What follows belongs to an exercise in optimizing a design on an open flow for a short achievable clock period and few clock cycles; a production flow would make more cautious choices. Only simulation tests tie the RTL to the original design; equivalence was not proved.

==> inputs of run K <==
==> flow/design.v (excerpt) <==
module assoc_wb_cache #(
    parameter int LINE_SIZE = 16,
    parameter int NUM_SETS  = 16,
    parameter int NUM_WAYS  = 2
) (
    input  logic                          clk,
    input  logic                          reset,
    input  logic                          is_input_valid,
    input  logic [31:0]                   addr,
    input  logic                          mem_rw,
    input  logic [31:0]                   din,
    input  logic [3:0]                    byte_en,
    output logic                          is_ready,
    output logic                          is_output_valid,
    output logic [31:0]                   dout,
    output logic                          is_hit,
    output logic                          mem_req_valid,
    input  logic                          mem_req_ready,
    output logic                          mem_req_write,
    output logic [31-$clog2(LINE_SIZE):0] mem_req_addr,
    output logic [8*LINE_SIZE-1:0]        mem_req_data,
    input  logic                          mem_resp_valid,
    input  logic [8*LINE_SIZE-1:0]        mem_resp_data,
    output logic [31:0]                   hit_count,
    output logic [31:0]                   miss_count
);
    localparam int OFF_W  = $clog2(LINE_SIZE);
    localparam int IDX_W  = $clog2(NUM_SETS);
    localparam int TAG_W  = 32 - IDX_W - OFF_W;
    localparam int LA_W   = 32 - OFF_W;
    localparam int WSEL_W = OFF_W - 2;
    localparam int LINE_W = 8 * LINE_SIZE;
    localparam int WORDS  = LINE_SIZE / 4;
    logic st_idle, st_hit, st_fill_req, st_wb, st_wait, st_done;
    logic [LINE_W-1:0] data0_q  [NUM_SETS];
    logic [LINE_W-1:0] data1_q  [NUM_SETS];
  ...
==> flow/config.mk <==
export PLATFORM = sky130hd
export DESIGN_NAME = assoc_wb_cache
export DESIGN_NICKNAME = assoc_wb_cache
export VERILOG_FILES = /design/flow/design.v
export SDC_FILE = /design/flow/constraint.sdc
export NUM_CORES = 4
export LEC_CHECK = 0
export ABC_CLOCK_PERIOD_IN_PS = 1500
export CAP_MARGIN = 20
export CORE_MARGIN = 2
export CORE_UTILIZATION = 55
export SLEW_MARGIN = 20
==> flow/constraint.sdc <==
create_clock -name core_clock -period 11.0 [get_ports {clk}]
set_input_delay 2.2000 -clock core_clock [delete_from_list [all_inputs] [get_ports {clk}]]
set_output_delay 2.2000 -clock core_clock [all_outputs]
set_load 0.01 [all_outputs]
standard.sh (not shown) runs the stock make flow with config.mk's settings and CLKGATE_MAP_FILE= SYNTH_SCRIPT=/design/flow/synth_recipe.tcl, a recipe that flattens the netlist after the stock synthesis.
==> flow/flow/run.sh <==
#!/bin/bash
# Standard ORFS layout (the standard.sh, standard synthesis unchanged), with
# timing repair asked to leave 7.2 ns of setup slack at the design's 11 ns clock,
# so that it optimises for the period the design can reach. make's full output
# goes to standard.log; each ORFS step keeps its own log under orfs/logs/.
set -euo pipefail
bash standard.sh SETUP_SLACK_MARGIN=7.2 finish > standard.log 2>&1
==> run Y: changes against run K <==
--- a/flow/design.v
+++ b/flow/design.v
@@ -53,21 +53,20 @@
     logic [31:0]       dout_q;
     logic [LINE_W-1:0] wb_data_q;
     logic [LINE_W-1:0] resp_buf_q;
     logic [LINE_W-1:0] fill_src;
     logic [TAG_W-1:0]  tag;
     logic [IDX_W-1:0]  idx;
     logic [WSEL_W-1:0] wsel;
     logic [NUM_SETS-1:0] sel, eq0, eq1;
-    logic [NUM_SETS*WORDS-1:0] wsel_oh;
     logic              m0, m1, hit;
     logic [31:0]       w0, w1;
     logic              victim, victim_dirty;
-    logic [LINE_W-1:0] rline0, rline1;
+    logic [LINE_W-1:0] line0, line1;    
     logic [LINE_W-1:0] wdata;
     logic [LINE_SIZE-1:0] we0 [NUM_SETS];
     logic [LINE_SIZE-1:0] we1 [NUM_SETS];
     logic              write_hit;
     logic              fill_now;
     logic              req_acc;
     logic              n_idle, n_hit, n_fill_req, n_wb, n_wait, n_done;
     logic              unused_addr_bits;
@@ -78,38 +77,38 @@
     assign idx              = addr[OFF_W +: IDX_W];
     assign wsel             = addr[2 +: WSEL_W];
     assign unused_addr_bits = ^addr[1:0];
     always_comb begin
         for (int s = 0; s < NUM_SETS; s++) begin
             sel[s] = (idx == IDX_W'(s));
             eq0[s] = valid0_q[s] && (tag0_q[s] == tag);
             eq1[s] = valid1_q[s] && (tag1_q[s] == tag);
-            for (int k = 0; k < WORDS; k++)
-                wsel_oh[s * WORDS + k] = (idx == IDX_W'(s)) && (wsel == WSEL_W'(k));
         end
         m0 = |(eq0 & sel);
         m1 = |(eq1 & sel);
+        line0 = '0;
+        line1 = '0;
+        for (int s = 0; s < NUM_SETS; s++) begin
+            line0 = line0 | ({LINE_W{sel[s]}} & data0_q[s]);
+            line1 = line1 | ({LINE_W{sel[s]}} & data1_q[s]);
+        end
         w0 = '0;
         w1 = '0;
-        for (int s = 0; s < NUM_SETS; s++)
-            for (int k = 0; k < WORDS; k++) begin
-                w0 = w0 | ({32{wsel_oh[s * WORDS + k]}} & data0_q[s][k * 32 +: 32]);
-                w1 = w1 | ({32{wsel_oh[s * WORDS + k]}} & data1_q[s][k * 32 +: 32]);
-            end
+        for (int k = 0; k < WORDS; k++) begin
+            w0 = w0 | ({32{wsel == WSEL_W'(k)}} & line0[k * 32 +: 32]);
+            w1 = w1 | ({32{wsel == WSEL_W'(k)}} & line1[k * 32 +: 32]);
+        end
     end
     assign hit = m0 || m1;
-    assign rline0       = data0_q[ridx_q];
-    assign rline1       = data1_q[ridx_q];
     assign victim       = !valid0_q[ridx_q] ? 1'b0 : (!valid1_q[ridx_q] ? 1'b1 : lru_q[ridx_q]);
     assign victim_dirty = victim ? (valid1_q[ridx_q] && dirty1_q[ridx_q])
                                  : (valid0_q[ridx_q] && dirty0_q[ridx_q]);
     assign write_hit  = st_hit && rrw_q && (rbe_q != 4'b0000);
-    assign fill_now   = (mem_resp_valid && (st_wait || (st_wb && mem_req_ready))) ||
-                        (st_wb && mem_req_ready && got_resp_q);
+    assign fill_now   = st_done;
     assign fill_src   = got_resp_q ? resp_buf_q : mem_resp_data;
     assign req_acc    = rvalid_q && mem_req_ready;
     assign is_ready        = !nready_q;
     assign is_output_valid = ovalid_q;
     assign is_hit          = ishit_q;
     assign dout            = dout_q;
     assign mem_req_valid   = rvalid_q;
     assign mem_req_write   = rwrite_q;
@@ -168,17 +167,17 @@
                 end
             end
             miss_new_q <= st_idle && is_input_valid && !hit;
             if (miss_new_q) begin
                 miss_count <= sat_inc(miss_count);
                 got_resp_q <= 1'b0;
             end
             if (st_fill_req) victim_q <= victim;
-            if (st_wb && mem_resp_valid && !mem_req_ready) got_resp_q <= 1'b1;
+            if ((st_wb || st_wait) && mem_resp_valid) got_resp_q <= 1'b1;
             if (fill_now) begin
                 lru_q[ridx_q] <= !victim_q;
                 if (victim_q) begin
                     valid1_q[ridx_q] <= 1'b1;
                     dirty1_q[ridx_q] <= rrw_q && (rbe_q != 4'b0000);
                 end else begin
                     valid0_q[ridx_q] <= 1'b1;
                     dirty0_q[ridx_q] <= rrw_q && (rbe_q != 4'b0000);
@@ -189,27 +188,27 @@
     always_ff @(posedge clk) begin
         rtag_q  <= tag;
         ridx_q  <= idx;
         rwsel_q <= wsel;
         rrw_q   <= mem_rw;
         rdin_q  <= din;
         rbe_q   <= byte_en;
         way_q   <= m1;
-        if (fill_now) dout_q <= fill_src[int'(rwsel_q) * 32 +: 32];
-        else          dout_q <= m1 ? w1 : w0;
+        if (n_done) dout_q <= fill_src[int'(rwsel_q) * 32 +: 32];
+        else        dout_q <= {(m0 ? w0[31:16] : w1[31:16]), (m1 ? w1[15:0] : w0[15:0])};
         if (n_wb) raddr_q <= {(victim ? tag1_q[ridx_q] : tag0_q[ridx_q]), ridx_q};
         else      raddr_q <= addr[31:OFF_W];
-        wb_data_q <= victim ? rline1 : rline0;
-        if (st_wb && mem_resp_valid) resp_buf_q <= mem_resp_data;
+        wb_data_q <= victim ? line1 : line0;
+        if (mem_resp_valid) resp_buf_q <= mem_resp_data;
     end
     always_comb begin
         for (int b = 0; b < LINE_SIZE; b++) begin
             if (fill_now && !(rrw_q && (int'(rwsel_q) == b / 4) && rbe_q[b % 4]))
-                wdata[b * 8 +: 8] = fill_src[b * 8 +: 8];
+                wdata[b * 8 +: 8] = resp_buf_q[b * 8 +: 8];
             else
                 wdata[b * 8 +: 8] = rdin_q[(b % 4) * 8 +: 8];
         end
         for (int s = 0; s < NUM_SETS; s++)
             for (int b = 0; b < LINE_SIZE; b++) begin
                 we0[s][b] = (ridx_q == IDX_W'(s)) &&
                             ((fill_now && !victim_q) ||
                              (write_hit && !way_q && (int'(rwsel_q) == b / 4) && rbe_q[b % 4]));
==> flow/flow/run.sh (replaced) <==
#!/bin/bash
# Standard ORFS layout (the standard.sh, standard synthesis unchanged), with
# timing repair asked to leave 7.3 ns of setup slack at the design's 11 ns clock,
# so that it optimises for the period the design can reach. make's full output
# goes to standard.log; each ORFS step keeps its own log under orfs/logs/.
set -euo pipefail
bash standard.sh SETUP_SLACK_MARGIN=7.3 finish > standard.log 2>&1
Settings changed: CAP_MARGIN 20 to 30, CORE_UTILIZATION 55 to 50, SLEW_MARGIN 20 to 30.
==> run P: changes against run K <==
--- a/flow/design.v
+++ b/flow/design.v
@@ -53,21 +53,20 @@
     logic [31:0]       dout_q;
     logic [LINE_W-1:0] wb_data_q;
     logic [LINE_W-1:0] resp_buf_q;
     logic [LINE_W-1:0] fill_src;
     logic [TAG_W-1:0]  tag;
     logic [IDX_W-1:0]  idx;
     logic [WSEL_W-1:0] wsel;
     logic [NUM_SETS-1:0] sel, eq0, eq1;
-    logic [NUM_SETS*WORDS-1:0] wsel_oh;
     logic              m0, m1, hit;
     logic [31:0]       w0, w1;
     logic              victim, victim_dirty;
-    logic [LINE_W-1:0] rline0, rline1;
+    logic [LINE_W-1:0] line0, line1;    
     logic [LINE_W-1:0] wdata;
     logic [LINE_SIZE-1:0] we0 [NUM_SETS];
     logic [LINE_SIZE-1:0] we1 [NUM_SETS];
     logic              write_hit;
     logic              fill_now;
     logic              req_acc;
     logic              n_idle, n_hit, n_fill_req, n_wb, n_wait, n_done;
     logic              unused_addr_bits;
@@ -78,38 +77,38 @@
     assign idx              = addr[OFF_W +: IDX_W];
     assign wsel             = addr[2 +: WSEL_W];
     assign unused_addr_bits = ^addr[1:0];
     always_comb begin
         for (int s = 0; s < NUM_SETS; s++) begin
             sel[s] = (idx == IDX_W'(s));
             eq0[s] = valid0_q[s] && (tag0_q[s] == tag);
             eq1[s] = valid1_q[s] && (tag1_q[s] == tag);
-            for (int k = 0; k < WORDS; k++)
-                wsel_oh[s * WORDS + k] = (idx == IDX_W'(s)) && (wsel == WSEL_W'(k));
         end
         m0 = |(eq0 & sel);
         m1 = |(eq1 & sel);
+        line0 = '0;
+        line1 = '0;
+        for (int s = 0; s < NUM_SETS; s++) begin
+            line0 = line0 | ({LINE_W{sel[s]}} & data0_q[s]);
+            line1 = line1 | ({LINE_W{sel[s]}} & data1_q[s]);
+        end
         w0 = '0;
         w1 = '0;
-        for (int s = 0; s < NUM_SETS; s++)
-            for (int k = 0; k < WORDS; k++) begin
-                w0 = w0 | ({32{wsel_oh[s * WORDS + k]}} & data0_q[s][k * 32 +: 32]);
-                w1 = w1 | ({32{wsel_oh[s * WORDS + k]}} & data1_q[s][k * 32 +: 32]);
-            end
+        for (int k = 0; k < WORDS; k++) begin
+            w0 = w0 | ({32{wsel == WSEL_W'(k)}} & line0[k * 32 +: 32]);
+            w1 = w1 | ({32{wsel == WSEL_W'(k)}} & line1[k * 32 +: 32]);
+        end
     end
     assign hit = m0 || m1;
-    assign rline0       = data0_q[ridx_q];
-    assign rline1       = data1_q[ridx_q];
     assign victim       = !valid0_q[ridx_q] ? 1'b0 : (!valid1_q[ridx_q] ? 1'b1 : lru_q[ridx_q]);
     assign victim_dirty = victim ? (valid1_q[ridx_q] && dirty1_q[ridx_q])
                                  : (valid0_q[ridx_q] && dirty0_q[ridx_q]);
     assign write_hit  = st_hit && rrw_q && (rbe_q != 4'b0000);
-    assign fill_now   = (mem_resp_valid && (st_wait || (st_wb && mem_req_ready))) ||
-                        (st_wb && mem_req_ready && got_resp_q);
+    assign fill_now   = st_done;
     assign fill_src   = got_resp_q ? resp_buf_q : mem_resp_data;
     assign req_acc    = rvalid_q && mem_req_ready;
     assign is_ready        = !nready_q;
     assign is_output_valid = ovalid_q;
     assign is_hit          = ishit_q;
     assign dout            = dout_q;
     assign mem_req_valid   = rvalid_q;
     assign mem_req_write   = rwrite_q;
@@ -168,17 +167,17 @@
                 end
             end
             miss_new_q <= st_idle && is_input_valid && !hit;
             if (miss_new_q) begin
                 miss_count <= sat_inc(miss_count);
                 got_resp_q <= 1'b0;
             end
             if (st_fill_req) victim_q <= victim;
-            if (st_wb && mem_resp_valid && !mem_req_ready) got_resp_q <= 1'b1;
+            if ((st_wb || st_wait) && mem_resp_valid) got_resp_q <= 1'b1;
             if (fill_now) begin
                 lru_q[ridx_q] <= !victim_q;
                 if (victim_q) begin
                     valid1_q[ridx_q] <= 1'b1;
                     dirty1_q[ridx_q] <= rrw_q && (rbe_q != 4'b0000);
                 end else begin
                     valid0_q[ridx_q] <= 1'b1;
                     dirty0_q[ridx_q] <= rrw_q && (rbe_q != 4'b0000);
@@ -189,27 +188,30 @@
     always_ff @(posedge clk) begin
         rtag_q  <= tag;
         ridx_q  <= idx;
         rwsel_q <= wsel;
         rrw_q   <= mem_rw;
         rdin_q  <= din;
         rbe_q   <= byte_en;
         way_q   <= m1;
-        if (fill_now) dout_q <= fill_src[int'(rwsel_q) * 32 +: 32];
-        else          dout_q <= m1 ? w1 : w0;
+        if (n_done) dout_q <= fill_src[int'(rwsel_q) * 32 +: 32];
+        else        dout_q <= {((m1 || !m0) ? w1[31:24] : w0[31:24]),
+                               ((m1 && !m0) ? w1[23:16] : w0[23:16]),
+                               (!m0         ? w1[15:8]  : w0[15:8]),
+                               (m1          ? w1[7:0]   : w0[7:0])};
         if (n_wb) raddr_q <= {(victim ? tag1_q[ridx_q] : tag0_q[ridx_q]), ridx_q};
         else      raddr_q <= addr[31:OFF_W];
-        wb_data_q <= victim ? rline1 : rline0;
-        if (st_wb && mem_resp_valid) resp_buf_q <= mem_resp_data;
+        wb_data_q <= victim ? line1 : line0;
+        if (mem_resp_valid) resp_buf_q <= mem_resp_data;
     end
     always_comb begin
         for (int b = 0; b < LINE_SIZE; b++) begin
             if (fill_now && !(rrw_q && (int'(rwsel_q) == b / 4) && rbe_q[b % 4]))
-                wdata[b * 8 +: 8] = fill_src[b * 8 +: 8];
+                wdata[b * 8 +: 8] = resp_buf_q[b * 8 +: 8];
             else
                 wdata[b * 8 +: 8] = rdin_q[(b % 4) * 8 +: 8];
         end
         for (int s = 0; s < NUM_SETS; s++)
             for (int b = 0; b < LINE_SIZE; b++) begin
                 we0[s][b] = (ridx_q == IDX_W'(s)) &&
                             ((fill_now && !victim_q) ||
                              (write_hit && !way_q && (int'(rwsel_q) == b / 4) && rbe_q[b % 4]));
==> flow/flow/run.sh (replaced) <==
#!/bin/bash
# Standard ORFS layout (the standard.sh, standard synthesis unchanged), with
# timing repair asked to leave 7.7 ns of setup slack at the design's 11 ns clock,
# so that it optimises for the period the design can reach. make's full output
# goes to standard.log; each ORFS step keeps its own log under orfs/logs/.
set -euo pipefail
bash standard.sh SETUP_SLACK_MARGIN=7.7 finish > standard.log 2>&1
Settings changed: ABC_CLOCK_PERIOD_IN_PS 1500 to 1000, CAP_MARGIN 20 to 30, CORE_UTILIZATION 55 to 45, SLEW_MARGIN 20 to 30.
==> comparison table <==
| quantity | run K | run Y | run P |
|---|---|---|---|
| Detailed Place HPWL | 801000 µm | 452900 µm | 452900 µm |
| Run status | stopped before the end | timing/DRC/antenna clean | timing/DRC/antenna clean |
| Last stage reached | global routing | - | - |
| Critical register-to-register path startpoint | - | rbe_q[1]$_DFF_P_ | ridx_q[0]$_DFF_P_ |
| Worst rel slew slack | - | 22.53% | 17.69% |
| CTS clk-pin slew, worst paths | - | 0.06 ns | 0.06 ns |
| Simple-gate share of the synthesized area | 6.245% | 4.707% | 4.807% |
| FF+latch count | - | 5404 | 5404 |
| Post-Synthesis Cells | 15540 | 12280 | 12280 |
| Post-Synthesis Net Count | 15750 | 12490 | 12490 |
| Wire length the detailed router placed on met1 | - | 281900 µm | 300600 µm |
| Tapcells inserted | - | 5520 | 6198 |
| Proportion of cell area occupied by registers | - | 63.54% | 59.22% |
| Non-clock inverters | - | 16 | 17 |
| Final Max Tran Viols | - | 0 | 0 |
| Cell class with the largest area share | - | sequential cells | sequential cells |
Testbench counts of run K, summed over its fixed seeds: cycles 77,659.
Testbench counts of run Y, summed over its fixed seeds: cycles 77,659.
Testbench counts of run P, summed over its fixed seeds: cycles 77,659.

-- afterwards: timing with drivers on the ports --
In the flow no input, the clock included, has a driving cell. The finished layouts below were timed again as built, in two steps.
Step 1 sets driving cells, clkbuf_16 on the clock port and buf_2 on the other inputs (assumed; they add their load-dependent delay and slew).
Step 2 also shifts input and output timing later by t, the mid clock arrival at the registers, as if the neighbouring blocks saw the same clock.
Three values: no drivers, after step 1, after step 2; two values: the first two.
run | t (ns) | setup slack, ns | worst data-port slew with drivers (ns) | cell pins on the clock port's net
run Y | 1.169 | 6.555 / 6.324 / 5.155 | 0.50 | 1
run P | 1.249 | 6.735 / 6.812 / 5.563 | 0.25 | 1
After both steps setup and hold are still met in every run listed. The setup slack of run Y, which loses most, moves by -0.231 ns with the drivers and by -1.400 ns with both steps.
